Source: an optimization exercise on an open RTL-to-GDS flow (aim: small area, a short achievable clock period and few clock cycles per item). Production flows keep margins and buffers that such runs may drop. In this exercise RTL edits were held to simulation tests only and were not proved equivalent to the original. Power figures rest on the tool's default switching activity, not on a simulated workload.

==> flow/design.v <==
package mm8_pkg;
  localparam logic [1:0] HOST_EXEC   = 2'd0;
  localparam logic [1:0] HOST_MEM_WR = 2'd1;
  localparam logic [1:0] HOST_MEM_RD = 2'd2;
  localparam logic [1:0] HOST_REG_RD = 2'd3;
  localparam logic [3:0] OPC_RTYPE = 4'd0;
  localparam logic [3:0] OPC_JUMP  = 4'd2;
  localparam logic [3:0] OPC_ADDI  = 4'd4;
  localparam logic [3:0] OPC_BEQ   = 4'd8;
  localparam logic [3:0] OPC_LW    = 4'd11;
  localparam logic [3:0] OPC_SW    = 4'd15;
  localparam logic [2:0] FN_ADD = 3'd0;
  localparam logic [2:0] FN_SUB = 3'd2;
  localparam logic [2:0] FN_AND = 3'd4;
  localparam logic [2:0] FN_OR  = 3'd5;
  function automatic logic [15:0] pack_item(input logic [1:0] op, input logic [15:0] instr,
                                            input logic [7:0] haddr, input logic [7:0] hdata);
    pack_item = (op == HOST_EXEC) ? instr : {haddr[7:4], haddr[2:0], haddr[3], hdata};
  endfunction
  function automatic logic [7:0] item_haddr(input logic [15:0] p);
    item_haddr = {p[15:12], p[8], p[11:9]};
  endfunction
  typedef struct packed {
    logic       rtype;      
    logic       rzero;      
    logic       fn_sub;     
    logic       fn_and;
    logic       fn_or;
    logic       addi;
    logic       lw;
    logic       sw;
    logic       beq;
    logic       jump;
    logic       exec;       
    logic       hmem;       
    logic       mwr;        
    logic       mrd;        
    logic       rrd;        
  } ctl_t;
endpackage
module mm8_exe (
  input  mm8_pkg::ctl_t ctl,
  input  logic [7:0]    a,          
  input  logic [7:0]    b,          
  input  logic [7:0]    bop,        
  input  logic          sub,        
  input  logic [7:0]    imm,        
  output logic          wr,         
  output logic          ovf,
  output logic [7:0]    val,        
  output logic [7:0]    addr,       
  output logic          memwr,
  output logic          taken       
);
  logic       use_imm, addsub;
  logic [7:0] lres, sum, p, g;
  logic [8:0] c;
  assign use_imm = ctl.addi | ctl.lw | ctl.sw;
  assign addsub  = ctl.rtype & ~ctl.fn_and & ~ctl.fn_or;
  assign p = a ^ bop;
  assign g = a & bop;
  always_comb begin
    logic [7:0] gg, pp, g1, p1, g2, p2, g4;
    gg = g;
    pp = p;
    gg[0] = g[0] | (p[0] & sub);
    for (int i = 0; i < 8; i++) begin
      g1[i] = (i >= 1) ? (gg[i] | (pp[i] & gg[i-1])) : gg[i];
      p1[i] = (i >= 1) ? (pp[i] & pp[i-1]) : pp[i];
    end
    for (int i = 0; i < 8; i++) begin
      g2[i] = (i >= 2) ? (g1[i] | (p1[i] & g1[i-2])) : g1[i];
      p2[i] = (i >= 2) ? (p1[i] & p1[i-2]) : p1[i];
    end
    for (int i = 0; i < 8; i++) begin
      g4[i] = (i >= 4) ? (g2[i] | (p2[i] & g2[i-4])) : g2[i];
    end
    c[0] = sub;
    for (int i = 0; i < 8; i++) c[i+1] = g4[i];
  end
  assign sum = p ^ c[7:0];
  assign ovf  = (c[8] ^ c[7]) & (addsub | use_imm | ctl.beq);
  assign lres = ctl.fn_and ? (a & b) : (a | b);
  always_comb begin
    val = 8'd0;
    if (ctl.rtype)             val = (ctl.fn_and | ctl.fn_or) ? lres : sum;
    else if (ctl.addi)         val = sum;
    else if (ctl.sw | ctl.mwr) val = b;
    else if (ctl.rrd)          val = a;
  end
  assign wr    = (ctl.rtype | ctl.rzero | ctl.addi | ctl.lw) & ~ovf;
  assign addr  = ctl.hmem ? a : sum;
  assign memwr = ctl.mwr | (ctl.sw & ~ovf);
  assign taken = ctl.beq & (a == b);
endmodule
module mini_mips8_instruction_execute (
  input  logic              clk,
  input  logic              rst_n,
  input  logic              in_valid,
  output logic              in_ready,
  input  logic [1:0]        in_op,
  input  logic [15:0]       in_instr_word,
  input  logic [7:0]        in_host_addr,
  input  logic signed [7:0] in_host_data,
  output logic              out_valid,
  input  logic              out_ready,
  output logic [7:0]        out_next_pc,
  output logic              out_reg_write_done,
  output logic [2:0]        out_reg_dest,
  output logic signed [7:0] out_reg_value,
  output logic              out_mem_write_done,
  output logic              out_alu_overflow,
  output logic signed [7:0] out_read_data
);
  logic rst_r;           
  logic        sk_e;     
  logic [1:0]  sk_op;
  logic [15:0] sk_p;
  logic        r_v;
  logic [1:0]  r_op;
  logic [15:0] r_p;
  logic        e_v;
  mm8_pkg::ctl_t        e_ctl;
  logic [7:0]  e_a, e_b, e_imm;
  logic [7:0]  e_bop;         
  logic        e_sub;         
  logic        e_fmo, e_fwo;  
  logic [2:0]  e_dest;
  logic        e_fma, e_fwa, e_fmb, e_fwb;    
  logic        m_v;
  logic        m_wr, m_load, m_memwr, m_mrd, m_rrd, m_ovf, m_taken, m_jump, m_exec;
  logic [2:0]  m_dest;
  logic [7:0]  m_val, m_pcimm;
  logic [15:0] m_lo, m_hi;      
  logic        o_v, o_wr, o_memwr, o_ovf;
  logic [2:0]  o_dest;
  logic [7:0]  o_val, o_rdata, pc;
  logic [7:0]    rf [8];
  logic [2047:0] dm;
  logic        acc, adv, r_go, r_ld, haz;
  assign adv  = ~o_v | out_ready;
  assign acc  = in_valid & sk_e;
  assign r_go = r_v & adv & ~haz;
  assign r_ld = ~r_v | r_go;
  always_ff @(posedge clk) begin
    rst_r <= ~rst_n;
    if (!rst_n) begin
      sk_e <= 1'b1;
      r_v  <= 1'b0;
      e_v  <= 1'b0;
      m_v  <= 1'b0;
      o_v  <= 1'b0;
      pc   <= 8'd0;
    end else begin
      sk_e <= sk_e ? (r_ld | ~in_valid) : r_ld;
      if (r_ld) r_v <= ~sk_e | in_valid;
      if (adv) begin
        e_v <= r_go;
        m_v <= e_v;
        o_v <= m_v;
        if (m_v && m_exec) begin
          if (m_jump)       pc <= m_pcimm;
          else if (m_taken) pc <= pc + 8'd1 + {{2{m_pcimm[5]}}, m_pcimm[5:0]};
          else              pc <= pc + 8'd1;
        end
      end
    end
  end
  always_ff @(posedge clk) begin
    if (sk_e) begin
      sk_op <= in_op;
      sk_p  <= mm8_pkg::pack_item(in_op, in_instr_word, in_host_addr, in_host_data);
    end
    if (r_ld) begin
      r_op <= sk_e ? in_op : sk_op;
      r_p  <= sk_e ? mm8_pkg::pack_item(in_op, in_instr_word, in_host_addr, in_host_data) : sk_p;
    end
  end
  mm8_pkg::ctl_t       r_ctl;
  logic       r_exec, r_rop, r_rfn, r_usea, r_useb, r_wrc;
  logic [2:0] r_rs, r_rt, r_dest;
  logic [7:0] r_a, r_b;
  assign r_exec = (r_op == mm8_pkg::HOST_EXEC);
  assign r_rop  = r_exec && (r_p[15:12] == mm8_pkg::OPC_RTYPE);
  assign r_rfn  = (r_p[2:0] == mm8_pkg::FN_ADD) || (r_p[2:0] == mm8_pkg::FN_SUB) ||
                  (r_p[2:0] == mm8_pkg::FN_AND) || (r_p[2:0] == mm8_pkg::FN_OR);
  always_comb begin
    r_ctl        = '0;
    r_ctl.rtype  = r_rop & r_rfn;
    r_ctl.rzero  = r_rop & ~r_rfn;
    r_ctl.fn_sub = (r_p[2:0] == mm8_pkg::FN_SUB);
    r_ctl.fn_and = (r_p[2:0] == mm8_pkg::FN_AND);
    r_ctl.fn_or  = (r_p[2:0] == mm8_pkg::FN_OR);
    r_ctl.addi   = r_exec && (r_p[15:12] == mm8_pkg::OPC_ADDI);
    r_ctl.lw     = r_exec && (r_p[15:12] == mm8_pkg::OPC_LW);
    r_ctl.sw     = r_exec && (r_p[15:12] == mm8_pkg::OPC_SW);
    r_ctl.beq    = r_exec && (r_p[15:12] == mm8_pkg::OPC_BEQ);
    r_ctl.jump   = r_exec && (r_p[15:12] == mm8_pkg::OPC_JUMP);
    r_ctl.exec   = r_exec;
    r_ctl.hmem   = (r_op == mm8_pkg::HOST_MEM_WR) || (r_op == mm8_pkg::HOST_MEM_RD);
    r_ctl.mwr    = (r_op == mm8_pkg::HOST_MEM_WR);
    r_ctl.mrd    = (r_op == mm8_pkg::HOST_MEM_RD);
    r_ctl.rrd    = (r_op == mm8_pkg::HOST_REG_RD);
  end
  assign r_rs   = r_p[11:9];
  assign r_rt   = r_p[8:6];
  assign r_dest = r_rop ? r_p[5:3] : r_p[8:6];
  assign r_usea = r_ctl.rtype | r_ctl.addi | r_ctl.lw | r_ctl.sw | r_ctl.beq | r_ctl.rrd;
  assign r_useb = r_ctl.rtype | r_ctl.sw | r_ctl.beq;
  assign r_wrc  = e_ctl.rtype | e_ctl.rzero | e_ctl.addi | e_ctl.lw;
  assign haz = e_v & e_ctl.lw & ((r_usea & (e_dest == r_rs)) | (r_useb & (e_dest == r_rt)));
  assign r_a = r_ctl.hmem ? mm8_pkg::item_haddr(r_p) :
               (o_v & o_wr & (o_dest == r_rs)) ? o_val : rf[r_rs];
  assign r_b = r_ctl.mwr ? r_p[7:0] :
               (o_v & o_wr & (o_dest == r_rt)) ? o_val : rf[r_rt];
  logic       r_sub, r_useo;
  logic [7:0] r_bop;
  assign r_sub  = (r_ctl.rtype & r_ctl.fn_sub) | r_ctl.beq;
  assign r_useo = r_ctl.rtype | r_ctl.beq;
  assign r_bop = (r_ctl.addi | r_ctl.lw | r_ctl.sw) ? {{2{r_p[5]}}, r_p[5:0]} :
                 (r_sub ? ~r_b : r_b);
  always_ff @(posedge clk) begin
    if (!rst_n) begin
      e_ctl  <= '0;
      e_a    <= '0;
      e_b    <= '0;
      e_bop  <= '0;
      e_sub  <= 1'b0;
      e_fmo  <= 1'b0;
      e_fwo  <= 1'b0;
      e_imm  <= '0;
      e_dest <= '0;
      e_fma  <= 1'b0;
      e_fmb  <= 1'b0;
      e_fwa  <= 1'b0;
      e_fwb  <= 1'b0;
    end else if (adv) begin
      e_ctl  <= r_ctl;
      e_a    <= r_a;
      e_b    <= r_b;
      e_bop  <= r_bop;
      e_sub  <= r_sub;
      e_imm  <= r_p[7:0];
      e_dest <= r_dest;
      e_fma  <= r_usea & e_v & r_wrc & (e_dest == r_rs);
      e_fmb  <= r_useb & e_v & r_wrc & (e_dest == r_rt);
      e_fwa  <= r_usea & m_v & m_wr & (m_dest == r_rs);
      e_fwb  <= r_useb & m_v & m_wr & (m_dest == r_rt);
      e_fmo  <= r_useo & e_v & r_wrc & (e_dest == r_rt);
      e_fwo  <= r_useo & m_v & m_wr & (m_dest == r_rt);
    end
  end
  logic [7:0] x_a, x_b, x_val, x_addr;
  logic       x_wr, x_ovf, x_memwr, x_taken;
  assign x_a = (e_fma & m_wr) ? m_val : (e_fwa ? o_val : e_a);
  assign x_b = (e_fmb & m_wr) ? m_val : (e_fwb ? o_val : e_b);
  logic [7:0] x_bop;
  assign x_bop = (e_fmo & m_wr) ? (m_val ^ {8{e_sub}}) : (e_fwo ? (o_val ^ {8{e_sub}}) : e_bop);
  mm8_exe u_exe (
    .ctl   (e_ctl),
    .a     (x_a),
    .b     (x_b),
    .bop   (x_bop),
    .sub   (e_sub),
    .imm   (e_imm),
    .wr    (x_wr),
    .ovf   (x_ovf),
    .val   (x_val),
    .addr  (x_addr),
    .memwr (x_memwr),
    .taken (x_taken)
  );
  always_ff @(posedge clk) begin
    if (!rst_n) begin
      m_wr    <= 1'b0;
      m_load  <= 1'b0;
      m_memwr <= 1'b0;
      m_mrd   <= 1'b0;
      m_rrd   <= 1'b0;
      m_ovf   <= 1'b0;
      m_taken <= 1'b0;
      m_jump  <= 1'b0;
      m_exec  <= 1'b0;
      m_dest  <= '0;
      m_val   <= '0;
      m_lo    <= '1;    
      m_hi    <= '1;
      m_pcimm <= '0;
    end else if (adv) begin
      m_wr    <= x_wr;
      m_load  <= e_ctl.lw;
      m_memwr <= x_memwr;
      m_mrd   <= e_ctl.mrd;
      m_rrd   <= e_ctl.rrd;
      m_ovf   <= x_ovf;
      m_taken <= x_taken;
      m_jump  <= e_ctl.jump;
      m_exec  <= e_ctl.exec;
      m_dest  <= e_dest;
      m_val   <= x_val;
      m_lo    <= 16'd1 << x_addr[3:0];
      m_hi    <= 16'd1 << x_addr[7:4];
      m_pcimm <= e_imm;
    end
  end
  logic [7:0]  dm_q;
  logic        dm_we;
  logic [7:0]  dm_grp [16];    
  logic [15:0] dm_hw, dm_lw;   
  logic [7:0]  dm_wd [16];     
  assign dm_we = rst_r | (m_v & m_memwr);
  always_comb begin
    dm_q = 8'd0;
    for (int j = 0; j < 16; j++) begin
      dm_grp[j] = 8'd0;
      for (int k = 0; k < 16; k++) begin
        dm_grp[j] = dm_grp[j] | ({8{m_lo[k]}} & dm[8*(16*j+k) +: 8]);
      end
      dm_q     = dm_q | ({8{m_hi[j]}} & dm_grp[j]);
      dm_hw[j] = dm_we & m_hi[j];
      dm_lw[j] = m_lo[j];
      dm_wd[j] = m_val & {8{dm_hw[j]}};
    end
  end
  for (genvar i = 0; i < 256; i++) begin : g_dm
    always_ff @(posedge clk) begin
      if (dm_hw[i/16] && dm_lw[i%16]) dm[8*i +: 8] <= dm_wd[i/16];
    end
  end
  always_ff @(posedge clk) begin
    if (!rst_n) begin
      o_wr    <= 1'b0;
      o_dest  <= '0;
      o_val   <= '0;
      o_memwr <= 1'b0;
      o_ovf   <= 1'b0;
      o_rdata <= '0;
    end else if (adv) begin
      o_wr    <= m_wr;
      o_dest  <= m_wr ? m_dest : 3'd0;
      o_val   <= m_wr ? (m_load ? dm_q : m_val) : 8'd0;
      o_memwr <= m_memwr;
      o_ovf   <= m_ovf;
      o_rdata <= m_mrd ? dm_q : (m_rrd ? m_val : 8'd0);
    end
  end
  logic [7:0] rf_wd;
  assign rf_wd = o_val;    
  for (genvar j = 0; j < 8; j++) begin : g_rf
    always_ff @(posedge clk) begin
      if (rst_r || (o_v && o_wr && (o_dest == 3'(j)))) rf[j] <= rf_wd;
    end
  end
  assign in_ready           = sk_e;
  assign out_valid          = o_v;
  assign out_next_pc        = pc;
  assign out_reg_write_done = o_wr;
  assign out_reg_dest       = o_dest;
  assign out_reg_value      = o_val;
  assign out_mem_write_done = o_memwr;
  assign out_alu_overflow   = o_ovf;
  assign out_read_data      = o_rdata;
endmodule
==> flow/flow/run.sh <==
#!/bin/bash
# The standard layout with two changes:
# - synthesis leaves adders to abc: ADDER_MAP_FILE is emptied so Yosys does not box full and
#   half adders, which hides their delay from abc's mapping. Registers, their names and types
#   are those of the standard synthesis.
# - every input and output port still gets its own buffer, a buf_4 rather than the delay cell
#   buffer_ports picks by default.
set -euo pipefail
bash standard.sh ADDER_MAP_FILE= "BUFFER_PORTS_ARGS=-buffer_cell sky130_fd_sc_hd__buf_4" finish > orfs_make.log 2>&1
==> flow/standard.sh <==
#!/bin/bash
# synth_recipe.tcl (not shown) runs the flow's synth.tcl, then flattens the netlist and writes it again
# the make line also repeats each setting of config.mk as NAME=value (left out here)
make -C /OpenROAD-flow-scripts/flow DESIGN_CONFIG=/design/flow/config.mk WORK_HOME=/design/flow/orfs CLKGATE_MAP_FILE= SYNTH_SCRIPT=/design/flow/synth_recipe.tcl "${@:-finish}"
==> flow/config.mk <==
export PLATFORM = sky130hd
export DESIGN_NAME = mini_mips8_instruction_execute
export DESIGN_NICKNAME = mini_mips8_instruction_execute
export VERILOG_FILES = /design/flow/design.v
export SDC_FILE = /design/flow/constraint.sdc
export NUM_CORES = 4
export LEC_CHECK = 0
export ABC_CLOCK_PERIOD_IN_PS = 2500
export CAP_MARGIN = 20
export CORE_MARGIN = 2
export CORE_UTILIZATION = 65
export CTS_CLUSTER_DIAMETER = 80
export CTS_CLUSTER_SIZE = 25
export PLACE_DENSITY = 0.75
export SETUP_SLACK_MARGIN = 4.0
export SLEW_MARGIN = 20
export TNS_END_PERCENT = 10
==> flow/constraint.sdc <==
create_clock -name core_clock -period 7.0 [get_ports {clk}]
set_input_delay 1.4000 -clock core_clock [delete_from_list [all_inputs] [get_ports {clk}]]
set_output_delay 1.4000 -clock core_clock [all_outputs]
set_load 0.01 [all_outputs]
==> results of run 1 <==
## synth_stat cells, types with 15 or more instances
cell type / n / share of area
mux2_2: 23 / 0.0029
a21oi_1: 174 / 0.0098
a22oi_1: 576 / 0.049
a311oi_1: 16 / 0.0016
nor2_1: 137 / 0.0058
xor2_1: 29 / 0.0029
a211oi_1: 25 / 0.0021
inv_1: 16 / 0.00068
buf_1: 101 / 0.0043
clkbuf_1: 310 / 0.013
nor3_1: 22 / 0.0012
xnor2_1: 36 / 0.0036
edfxtp_1: 2130 / 0.72
a22o_1: 240 / 0.024
o22ai_1: 15 / 0.0011
o31ai_1: 18 / 0.0015
and2_1: 387 / 0.027
mux2i_1: 55 / 0.0062
nand3_1: 166 / 0.0094
a221oi_1: 256 / 0.025
nand2_1: 174 / 0.0074
nor2b_1: 34 / 0.0024
nand4_1: 136 / 0.0096
dfxtp_1: 170 / 0.038
o21ai_0: 165 / 0.0093
## power breakdown
| group | leakage (µW) | switching [µW] | internal, µW |
|---|---|---|---|
| Sequential | 0.0216 | 450 | 15800 |
| Combinational | 0.00935 | 2980 | 1440 |
| Clock | 0.00150 | 4180 | 2980 |
| Total | 0.0325 | 7610 | 20300 |
## worst max-delay path by stage
| stage | to | slack [ns] | cells past startpoint |
|---|---|---|---|
| after global routing | o_val[1] | 3.60 | 10 |
| after detailed placement | o_val[4] | 2.94 | 10 |
| final | o_val[1] | 3.59 | 10 |
| after CTS | o_val[5] | 3.82 | 10 |
| after global placement | o_val[4] | 2.96 | 9 |
| after floorplan | m_hi[12] | 3.98 | 11 |
## per-stage QoR
step	cells	util	total power, µW
2_1_floorplan	5606	-	18400
3_3_place_gp	7118	0.671	19800
3_5_place_dp	7118	0.671	19900
4_1_cts	7436	0.718	27400
5_1_grt	7476	0.725	28400
6_report	7512	0.725	27900
## state kept, by name (all words and copies together) (netlist names), 3 cells and up
signal / cells
dm: 2048
e_a: 8
e_b: 8
e_bop: 8
e_ctl: 14
e_dest: 3
e_imm: 8
m_dest: 3
m_hi: 16
m_lo: 16
m_pcimm: 8
m_val: 8
o_dest: 3
o_rdata: 8
o_val: 8
pc: 8
r_p: 16
rf: 64
sk_p: 16
## layer usage
| metal | up-vias | global-route usage |
|---|---|---|
| met5 | - | 0 |
| met4 | 14 | 0.211 |
| met3 | 994 | 0.116 |
| met2 | 5084 | 0.573 |
| met1 | 27953 | 0.520 |
| li1 | 22642 | - |
## final cells by class
cell class / instances / area share
Clock inverter: 21 / 0.00291
Antenna cell: 39 / 0.000994
Multi-Input combinational cell: 2860 / 0.210
Tap cell: 1781 / 0.0227
Inverter: 18 / 0.000714
Clock buffer: 143 / 0.0288
Sequential cell: 2300 / 0.687
Timing Repair Buffer: 350 / 0.0464
## cell families (layout without fill, tap and decap cells)
kind of cell / count (synthesis) / count (layout) / share of synthesized area
other: 0 / 39 / 0
buffers and inverters: 446 / 532 / 0.0194
and+or+nand+nor: 1121 / 1121 / 0.0685
muxes: 90 / 90 / 0.0120
DFF: 2300 / 2300 / 0.760
adders and majority gates: 11 / 11 / 0.00126
xor gates and xnor gates: 67 / 67 / 0.00692
AOI/OAI and AO/OA: 1571 / 1571 / 0.132
## critical path, cell delays in order, from the launching register on
cell       delay (ns)
dfxtp_4          0.40
buf_4            0.19
bufbuf_16        0.36
a221oi_1         0.43
nand4_1          0.39
a22oi_2          0.30
nand3_2          0.22
or4_4            0.51
mux2_2           0.28
nand3_1          0.08
a21oi_1          0.07
## what timing repair did
item,in CTS,in global routing
pin swaps,60,73
setup endpoints to repair,87,105
cloned,28,6
gates resized for setup,265,109
buffers inserted,126,31
==> impl_metrics.csv, run 1 <==
group,metric,value,unit
run_status,outcome,"complete, no violations",
sta,period_share,0.488,
critical_path,r2r_setup_slack,3.59,ns
synth,synth_flop_cell,"edfxtp_1",
critical_path,endpoint_kind,"register",
cells_and_area,multi_input_area,0.0206,mm²
global_routing,grt_pass1_vias,53332,
detailed_routing,drt-initial-drc-count,9507,
global_routing,antenna_found_initial,17,
detailed_routing,route.met3.wl,43000,µm
synth,synth_nets,5644,
worst_hold_path,whs_path_depth,2,
synth,ys_seq_elements,2300,
sta,setup_viol,0,
cells_and_area,area_growth,10.8,%
global_routing,overflow,0,
sta,hold_slack,0.451,ns
critical_path,cp_data_arrival_time,4.06,ns
critical_path,reg2reg_to,"o_val[1]",
detailed_routing,wl_met2,123000,µm
placed_design,gp_congestion,0.885,
detailed_routing,drc,0,
synth,syn-mean-instance-area,15.8,µm²
sta,fin_skew,0.0425,ns
placed_design,dp_slack,2.94,ns
critical_path,critPathMaxFanout,34,
sta,layout_setup_ws,3.59,ns
placed_design,dp_hpwl,142000,µm
sta,final_max_slew_viol_count,0,
placed_design,place.port_buffers,69,
synth,ys_types,87,
cts,tritoncts,"done",
critical_path,crit_path_start_kind,"register",
cts,clock-root-buffer,"clkbuf_16",
sta,max_freq,293,MHz
cts,hold_buffers,0,
detailed_routing,dr.pass1.iters,12,
critical_path,crit_type,"reg2reg",
detailed_routing,post_drt_via_cell_ratio,7.55,
cells_and_area,fin_area,0.0982,mm²
cells_and_area,final_nets,5673,
sta,finalSetupTns,0,ns
global_routing,grt.total_usage,0.387,
detailed_routing,wire_per_inst,36.6,µm
global_routing,grt_max_degree,84,
sta,worst_pin_slew,1.15,ns
worst_hold_path,holdPathEnd,"m_pcimm[6]",
cts,clk_latency,0.80,ns
cts,htree_levels,3,
floorplanning,die_h,373,µm
cells_and_area,mostFrequentLayoutCell,"edfxtp_1",
floorplanning,die_area,0.139,mm²
cells_and_area,layout-drive-gt1-share,0.130,
critical_path,r2r_cells,10,
sta,finalHoldViolCount,0,
flow_run,max_cap_violations,0,
worst_hold_path,hp-start,"e_imm[6]",
cells_and_area,n_fill_cell,7967,
synth,syn_area,0.0886,mm²
detailed_routing,top_layer,"met5",
cts,clk_pin_slew,0.10,ns
floorplanning,io_pins,70,
cts,cts_made_buffers,105,
sta,min_period,3.41,ns
cts,clkSinkCount,2300,
floorplanning,die_w,373,µm
floorplanning,row_count,135,
pwr,p_per_area,284,mW/mm²
synth,async_flop_share,0,
sta,max_slew_margin,0.231,
cells_and_area,seq_area,0.0675,mm²
sta,grt_setup_unrepaired,"true",
critical_path,cp_data_required_time,7.64,ns
critical_path,regToRegStartpoint,"m_lo[12]",
pwr,irDropWorstVdd,0.000258,V
synth,yosysSeqAreaShare,0.760,
detailed_routing,routed_wl,275000,µm
detailed_routing,drtAntennaViolNets,0,
floorplanning,initial_core_util,0.655,
cells_and_area,mostFrequentLayoutCells,"edfxtp_1 (2130), a22oi_1 (562), and2_1 (386)",
pwr,leakage,0.0325,µW
synth,yosysWarnings,5,
cts,cts.path.max_buffers,3,
synth,synth_cells,5606,
placed_design,dpl_cell_area,0.0908,mm²
synth,synth_edf_count,2130,
global_routing,grt_pass1_wl,385000,µm
detailed_routing,vias,56687,
detailed_routing,wl_met1,92400,µm
floorplanning,core-area,0.135,mm²
critical_path,critPathLaunch,"m_lo[12]",
worst_hold_path,hold_path.class,"reg2reg",
Testbench counts, summed over its fixed seeds: cycles 20,390, items 20,000.
==> run 2: changes to the inputs <==
--- a/flow/design.v
+++ b/flow/design.v
@@ -49,5 +49,4 @@
   output logic          ovf,
   output logic [7:0]    val,        
-  output logic [7:0]    addr,       
   output logic          memwr,
   output logic          taken       
@@ -90,5 +89,4 @@
   end
   assign wr    = (ctl.rtype | ctl.rzero | ctl.addi | ctl.lw) & ~ovf;
-  assign addr  = ctl.hmem ? a : sum;
   assign memwr = ctl.mwr | (ctl.sw & ~ovf);
   assign taken = ctl.beq & (a == b);
@@ -251,5 +249,5 @@
     end
   end
-  logic [7:0] x_a, x_b, x_val, x_addr;
+  logic [7:0] x_a, x_b, x_val;
   logic       x_wr, x_ovf, x_memwr, x_taken;
   assign x_a = (e_fma & m_wr) ? m_val : (e_fwa ? o_val : e_a);
@@ -267,8 +265,16 @@
     .ovf   (x_ovf),
     .val   (x_val),
-    .addr  (x_addr),
     .memwr (x_memwr),
     .taken (x_taken)
   );
+  logic [4:0]  x_lsum;
+  logic [3:0]  x_hsum;
+  logic [15:0] x_lo, x_hi, x_hdec;
+  assign x_lsum = {1'b0, x_a[3:0]} + {1'b0, x_bop[3:0]};
+  assign x_hsum = x_a[7:4] + x_bop[7:4];
+  assign x_hdec = 16'd1 << x_hsum;
+  assign x_lo   = e_ctl.hmem ? (16'd1 << x_a[3:0]) : (16'd1 << x_lsum[3:0]);
+  assign x_hi   = e_ctl.hmem ? (16'd1 << x_a[7:4]) :
+                  (x_lsum[4] ? {x_hdec[14:0], x_hdec[15]} : x_hdec);
   always_ff @(posedge clk) begin
     if (!rst_n) begin
@@ -299,6 +305,6 @@
       m_dest  <= e_dest;
       m_val   <= x_val;
-      m_lo    <= 16'd1 << x_addr[3:0];
-      m_hi    <= 16'd1 << x_addr[7:4];
+      m_lo    <= x_lo;
+      m_hi    <= x_hi;
       m_pcimm <= e_imm;
     end
--- a/flow/config.mk
+++ b/flow/config.mk
@@ -10,6 +10,6 @@
 export CORE_MARGIN = 2
 export CORE_UTILIZATION = 65
-export CTS_CLUSTER_DIAMETER = 80
-export CTS_CLUSTER_SIZE = 25
+export CTS_CLUSTER_DIAMETER = 90
+export CTS_CLUSTER_SIZE = 30
 export PLACE_DENSITY = 0.75
 export SETUP_SLACK_MARGIN = 4.0
==> impl_metrics.csv, run 2 <==
group,metric,value,unit
synth,ys_types,80,
synth,synth_edf_count,2130,
synth,synthTopCellsByArea,"edfxtp_1 (72%), a22oi_1 (5.3%), dfxtp_1 (3.8%)",
sta,layout_setup_ws,3.64,ns
cells_and_area,top_register,"dm",
critical_path,crit_path_start_kind,"register",
pwr,irDropWorstVdd,0.000217,V
global_routing,grt_max_degree,68,
synth,synth_nets,5727,
global_routing,overflow,0,
floorplanning,initial_core_util,0.656,
detailed_routing,vias,57595,
floorplanning,io_pins,70,
synth,synth_commonest_cells,"edfxtp_1 (2130), a22oi_1 (630), and2_1 (393), clkbuf_1 (301), a221oi_1 (231)",
sta,fin_skew,0.0513,ns
placed_design,place.port_buffers,69,
critical_path,path_cells,"buf_12 -> buf_12 -> a22o_1 -> a221oi_2 -> nand3_1 -> o21ai_4 -> nand4_1 -> or4_4 -> mux2_2 -> a22oi_1 -> nor2_1",
sta,setup_viol,0,
synth,syn-mean-instance-area,15.6,µm²
worst_hold_path,whs_path_depth,2,
detailed_routing,wire_per_inst,37.2,µm
sta,max_freq,297,MHz
sta,finalSetupTns,0,ns
sta,min_period,3.36,ns
cts,cts_made_buffers,87,
synth,async_flop_share,0,
detailed_routing,drc,0,
critical_path,crit_type,"reg2reg",
sta,grt_setup_unrepaired,"true",
placed_design,gp_congestion,0.904,
synth,synth_top_area_frac,0.719,
cells_and_area,n_fill_cell,8353,
cts,tritoncts,"done",
pwr,p_per_area,287,mW/mm²
floorplanning,row_count,135,
synth,yosysMostFrequentCell,"edfxtp_1",
synth,synth_top_cell_by_area,"edfxtp_1",
cts,clock-root-buffer,"clkbuf_16",
cts,clk_pin_slew,0.12,ns
critical_path,critPathMaxStageDelay,0.62,ns
detailed_routing,routed_wl,281000,µm
critical_path,r2r_setup_slack,3.64,ns
critical_path,r2r_cells,11,
synth,ys_seq_elements,2300,
critical_path,cp_common_cell,"buf_12",
cts,htree_levels,3,
placed_design,dp_hpwl,146000,µm
placed_design,dp_slack,2.43,ns
critical_path,reg2reg_to,"o_val[7]",
floorplanning,die_h,374,µm
global_routing,grt_pass1_vias,53229,
floorplanning,die_area,0.140,mm²
critical_path,cp_data_required_time,7.66,ns
synth,synth_cells,5689,
worst_hold_path,hold_path.class,"reg2reg",
critical_path,endpoint_kind,"register",
cells_and_area,final_nets,5699,
worst_hold_path,hp-start,"e_ctl[5]",
flow_run,max_cap_violations,0,
detailed_routing,post_drt_via_cell_ratio,7.62,
synth,yosysSeqAreaShare,0.758,
floorplanning,die_w,374,µm
critical_path,cp_data_arrival_time,4.03,ns
synth,yosysWarnings,5,
worst_hold_path,holdPathEnd,"e_ctl[5]",
detailed_routing,drt-initial-drc-count,10750,
critical_path,regToRegStartpoint,"m_lo[11]",
sta,final_max_slew_viol_count,0,
cells_and_area,final_util,0.716,
cells_and_area,mostFrequentLayoutCells,"edfxtp_1 (2130), a22oi_1 (618), and2_1 (392)",
critical_path,critPathMaxFanout,41,
cells_and_area,largest_reg_flops,2048,
placed_design,placedCellCount,7216,
detailed_routing,dr.pass1.iters,6,
cells_and_area,reg_top3,"dm x2048, rf x64",
sta,finalHoldViolCount,0,
cts,hold_buffers,0,
cts,cts.path.max_buffers,3,
run_status,outcome,"complete, no violations",
global_routing,grt.total_usage,0.392,
cells_and_area,layout-drive-gt1-share,0.111,
cts,clkSinkCount,2300,
cells_and_area,area_growth,9.25,%
sta,period_share,0.481,
cts,clk_latency,0.79,ns
cells_and_area,mostFrequentLayoutCell,"edfxtp_1",
critical_path,cp_slowest_cell,"or4_4",
synth,synth_flop_cell,"edfxtp_1",
global_routing,antenna_found_initial,23,
synth,syn_area,0.0889,mm²
sta,worst_pin_slew,1.22,ns
detailed_routing,drtAntennaViolNets,0,
global_routing,grt_pass1_wl,389000,µm
sta,max_slew_margin,0.187,
floorplanning,core-area,0.136,mm²
pwr,leakage,0.0323,µW
cells_and_area,fin_cells,7556,
-- run 2: power by group --
part           leakage, µW  total, µW  internal, µW  switching, µW
sequential          0.0221      16400         15900            498
clock              0.00121       6460          2450           4000
combinational      0.00901       5000          1480           3520
-- run 2: worst max-delay path by stage --
| stage | startpoint | endpoint | slack, ns | cells after the start |
|---|---|---|---|---|
| 2_1_floorplan | in_op[0] | r_p[10] | 4.08 | 4 |
| 3_3_place_gp | m_lo[14] | o_val[6] | 2.44 | 10 |
| 3_5_place_dp | m_lo[14] | o_val[6] | 2.43 | 10 |
| 4_1_cts | m_lo[14] | o_val[6] | 3.82 | 11 |
| 5_1_grt | m_lo[2] | o_val[2] | 3.66 | 11 |
| 6_report | m_lo[11] | o_val[7] | 3.64 | 11 |
-- run 2: layout make-up --
class / count / area, µm² / area share
Multi-Input combinational cell: 2941 / 20700 / 0.213
Clock buffer: 140 / 2440 / 0.0251
Antenna cell: 55 / 138 / 0.00142
Tap cell: 1781 / 2230 / 0.0229
Timing Repair Buffer: 311 / 4030 / 0.0415
Clock inverter: 8 / 85.1 / 0.000876
Inverter: 20 / 78.8 / 0.000811
Sequential cell: 2300 / 67500 / 0.694
-- run 2: per-layer routing --
| metal | global-route usage | vias up | wire length, µm |
|---|---|---|---|
| met5 | 0 | - | 32 |
| met4 | 0.215 | 6 | 16800 |
| met3 | 0.110 | 946 | 44800 |
| met2 | 0.575 | 5336 | 124000 |
| met1 | 0.538 | 28477 | 95000 |
| li1 | - | 22830 | - |
-- run 2: kinds of logic after synthesis --
| group | Yosys count | share of synthesized area |
|---|---|---|
| flops | 2300 | 0.758 |
| buf+inv | 448 | 0.0196 |
| compound gates | 1605 | 0.134 |
| mux | 84 | 0.00996 |
| fa+ha+maj | 15 | 0.00177 |
| simple gates | 1170 | 0.0704 |
| xor+xnor | 67 | 0.00685 |
-- run 2: critical path, delay by kind of cell (launching register included) --
| kind | cells | cell delay (ns) |
|---|---|---|
| multiplexers | 1 | 0.30 |
| AND/OR/NAND/NOR | 4 | 1.21 |
| flip-flops | 1 | 0.39 |
| AO/OA/AOI/OAI | 4 | 0.93 |
| buffers and inverters | 2 | 0.35 |
-- run 2: what timing repair did --
action,4_1_cts,5_1_grt
cloned,26,4
pin swaps,79,26
setup endpoints to repair,194,137
gates resized for setup,295,55
endpoints found under the hold margin,0,0
setup buffers,89,18
-- run 2: metrics by stage --
| step | power (µW) | cell area [µm²] | hold WS, ns |
|---|---|---|---|
| detailed placement | 20600 | 91100 | 0.445 |
| global route | 28400 | 97000 | 0.480 |
| CTS | 27500 | 96500 | 0.460 |
| floorplan | 18700 | 88900 | 0.426 |
| global placement | 20500 | 91100 | 0.441 |
| finish | 27900 | 97100 | 0.459 |
Testbench counts of run 2, summed over its fixed seeds: cycles 20,390, items 20,000.

## re-timing with driven ports
The flow's constraints put no driver on any port. The routed layouts listed below were extracted and timed again, unchanged, in two steps. Step 1: set_driving_cell puts a clkbuf_16 on clk and a buf_2 on each other input, an assumption about the parent block. Step 2 also shifts input and output timing later by t, the mid clock arrival at the registers, as if the neighbouring blocks saw the same clock. Slacks: ideal / step 1 / step 2; pairs: ideal / step 1.
run	t (ns)	slack for setup (ns)	worst setup path after step 2	clock arrival spread, ns
run 1	0.853	3.587 / 3.587 / 3.114	input to register	0.050 / 0.051
run 2	0.832	3.635 / 3.635 / 3.085	input to register	0.052 / 0.051
After both steps every run listed still meets setup and hold. For run 2, which loses most, drivers alone change the setup slack by 0.000 ns; drivers and shift together by -0.550 ns.
